Context: an optimization exercise on an open-source flow, tuned for small area, a short achievable clock period and few clock cycles per item. The choices shown serve that exercise and are no tape-out recipe. At most, simulation tests tie the RTL to the original design; equivalence was not proved. No activity file was given, so power comes from the tool's default toggle rates. The clock port is modelled as an ideal driver; clocking choices that lean on that would not hold on a real chip.

## addressable_led_pixel_driver_top
module addressable_led_pixel_driver_top #(
    parameter int MAX_PIXELS = lpd_pkg::DEF_MAX_PIXELS
) (
    input  wire logic                           i_clk,
    input  wire logic                           i_rst_n,
    input  wire logic                           i_cfg_we,
    input  wire logic [lpd_pkg::CFG_IDX_W-1:0]  i_cfg_idx,
    input  wire logic [lpd_pkg::CFG_DATA_W-1:0] i_cfg_data,
    input  wire logic                           i_item_valid,
    output logic                                o_item_ready,
    input  wire logic [1:0]                     i_item_op,
    input  wire logic [7:0]                     i_item_pixel_index,
    input  wire logic [7:0]                     i_item_red,
    input  wire logic [7:0]                     i_item_green,
    input  wire logic [7:0]                     i_item_blue,
    output logic                                o_res_valid,
    input  wire logic                           i_res_ready,
    output logic                                o_res_line_level,
    output logic                                o_res_busy
);
    localparam int L = 16;
    localparam int R = MAX_PIXELS / L;
    lpd_pkg::t_cfg        r_cfg;
    logic        r_rdy;
    logic        r_in_vld;
    logic [1:0]  r_op;
    logic [7:0]  r_idx;
    logic [lpd_pkg::ROW_W-1:0]     r_set_data;
    logic [lpd_pkg::ROW_BYTES-1:0] r_set_be;
    logic [lpd_pkg::ROW_W-1:0]     set_data;
    logic [lpd_pkg::ROW_BYTES-1:0] set_be;
    logic        r_q0_vld, r_q0_line, r_q0_busy;
    logic        r_q1_vld, r_q1_line, r_q1_busy;
    logic        fire;
    logic        line_nx;
    logic        busy_nx;
    logic        hold_fires;
    logic        blocked_nx;
    logic        pop;
    logic        q1_vld_nx;
    logic        in_vld_nx;
    logic        tick_nx;
    logic        held;
    logic        r_in_range;
    logic        r_slot_hit;
    logic [3:0]  ph_nx;
    logic [7:0]  idx_nx;
    logic [1:0]  op_nx;
    logic        in_range_in;
    logic        in_range_nx;
    logic        slot_hit_nx;
    logic [R-1:0][lpd_pkg::ROW_BYTES-1:0] wsel;
    logic [lpd_pkg::ROW_W-1:0] wdata;
    logic [R-1:0]              rsel;
    logic [lpd_pkg::ROW_W-1:0] rd_row;
    always_ff @(posedge i_clk) begin
        if (!i_rst_n) begin
  ...
==> flow/config.mk <==
export PLATFORM = sky130hd
export DESIGN_NAME = addressable_led_pixel_driver_top
export DESIGN_NICKNAME = addressable_led_pixel_driver_top
export VERILOG_FILES = /design/flow/design.v
export SDC_FILE = /design/flow/constraint.sdc
export NUM_CORES = 4
export LEC_CHECK = 0
export CAP_MARGIN = 20
export CORE_MARGIN = 2
export CORE_UTILIZATION = 68
export PLACE_DENSITY = 0.72
export SETUP_SLACK_MARGIN = 3.5
export SLEW_MARGIN = 20
export SYNTH_MEMORY_MAX_BITS = 8192
export TNS_END_PERCENT = 10
==> flow/constraint.sdc <==
create_clock -name core_clock -period 6.0 [get_ports {i_clk}]
set_input_delay 1.2000 -clock core_clock [delete_from_list [all_inputs] [get_ports {i_clk}]]
set_output_delay 1.2000 -clock core_clock [all_outputs]
set_load 0.01 [all_outputs]
standard.sh (not shown) runs the stock make flow with config.mk's settings and CLKGATE_MAP_FILE= SYNTH_SCRIPT=/design/flow/synth_recipe.tcl, a recipe that flattens the netlist after the stock synthesis.
==> flow/flow/run.sh <==
#!/bin/bash
# Standard ORFS layout with custom clock tree synthesis arguments.
set -o pipefail
export CTS_ARGS="-sink_clustering_enable -repair_clock_nets -dont_use_dummy_load -sink_clustering_size 30 -sink_clustering_max_diameter 90 -distance_between_buffers 200 -buf_list sky130_fd_sc_hd__clkbuf_16"
export BUFFER_PORTS_ARGS="-buffer_cell sky130_fd_sc_hd__buf_2"
bash standard.sh > standard.log 2>&1
Rerun with:
Settings changed: CORE_UTILIZATION 68 to 60, PLACE_DENSITY 0.72 to default.
Effect: Final cell count rose by 3.2%; clock-buffer cell count fell by 2; worst setup slack gets worse by 43 ps; sequential share of layout area fell by 0.28 points; fmax is lower by 1.6%; final area rises by 0.33%.
Function was not checked in any run of this note: the RTL went through the layout flow alone.

* * *

Setup of run a:
addressable_led_pixel_driver_top, a different RTL version from the one above (not shown whole).
For scale: roughly 6,400 flip-flops, about 62 I/O pins, ~140,000 sq um of cells after synthesis.
export LEC_CHECK = 0
export CAP_MARGIN = 20
export CORE_MARGIN = 2
export CORE_UTILIZATION = 60
export SETUP_SLACK_MARGIN = 3.6
export SLEW_MARGIN = 20
export SYNTH_MEMORY_MAX_BITS = 8192
create_clock -name core_clock -period 6.0 [get_ports {i_clk}]
==> flow/flow/run.sh <==
#!/bin/bash
# Standard ORFS layout with custom clock tree synthesis arguments.
set -o pipefail
export CTS_ARGS="-sink_clustering_enable -repair_clock_nets -dont_use_dummy_load -sink_clustering_size 28 -sink_clustering_max_diameter 90 -buf_list sky130_fd_sc_hd__clkbuf_16"
export BUFFER_PORTS_ARGS="-buffer_cell sky130_fd_sc_hd__buf_2"
bash standard.sh > standard.log 2>&1
Testbench counts of run a, summed over its fixed seeds: cycles 131,017, items 128,383.
Here is what was changed in the inputs of run b compared with run a.
- a change of CORE_UTILIZATION from 60 to 68
- an added PLACE_DENSITY of 0.72
- a change of SETUP_SLACK_MARGIN from 3.6 to 3.5
- an added TNS_END_PERCENT of 30
==> flow/flow/run.sh <==
#!/bin/bash
# Standard ORFS layout with custom clock tree synthesis arguments.
set -o pipefail
export CTS_ARGS="-sink_clustering_enable -repair_clock_nets -dont_use_dummy_load -sink_clustering_size 30 -sink_clustering_max_diameter 90 -distance_between_buffers 200 -buf_list sky130_fd_sc_hd__clkbuf_16"
export BUFFER_PORTS_ARGS="-buffer_cell sky130_fd_sc_hd__buf_2"
bash standard.sh > standard.log 2>&1
Results
- Going from run a to run b, the maximum clock frequency was found to have gone down by about 0.6%.
- Compared with run a, run b is more frugal on power.
- Between run b and run a, it is run b whose final cell count is lower, by about 3.6%.
- Run b ended up with met2 as its most congested layer reported by global routing; run a ended up with met1.
- The clock skew in run b sits 0.025 ns below the value recorded for run a.
- | post-route fraction of the period consumed by the critical path | run b vs run a | 0.25 points higher |
- As of run b, reported leakage power had fallen slightly compared to run a.
- Vias: run b more than run a
- Against run a, global-route wire length before repair in run b fell slightly.
- Compared with run a, run b shows a detailed-route vias per instance that is 4.3% higher.
- Compared run b vs run a, and worst slack at placement is down in run b.

-- re-timing with driven ports --
In the flow no input, the clock included, has a driving cell. The finished layouts below were timed again as built, in two steps. Step 1 assumes that a clkbuf_16 drives the clock port and a buf_2 every other input. Step 2 times the ports against the registers' clock, not the clock port: input delays grow and output delays shrink by t, the midpoint of the rising clock arrivals with the driver on. a / b / c = ideal ports / drivers / drivers and shift; a / b = the first two.
run | t, ns | setup slack, ns | latest minus earliest clock arrival (ns) | cell pins on the clock port's net
the first run of note 1 | 0.936 | 3.334 / 3.269 / 3.073 | 0.083 / 0.084 | 1
the second run of note 1 | 0.928 | 3.291 / 3.265 / 2.762 | 0.099 / 0.099 | 1
run a | 0.982 | 3.437 / 3.381 / 2.705 | 0.097 / 0.097 | 1
run b | 0.947 | 3.421 / 3.399 / 2.619 | 0.070 / 0.071 | 1
After both steps setup and hold are still met in every run listed. The setup slack of run b, which loses most, moves by -0.022 ns with the drivers and by -0.802 ns with both steps.
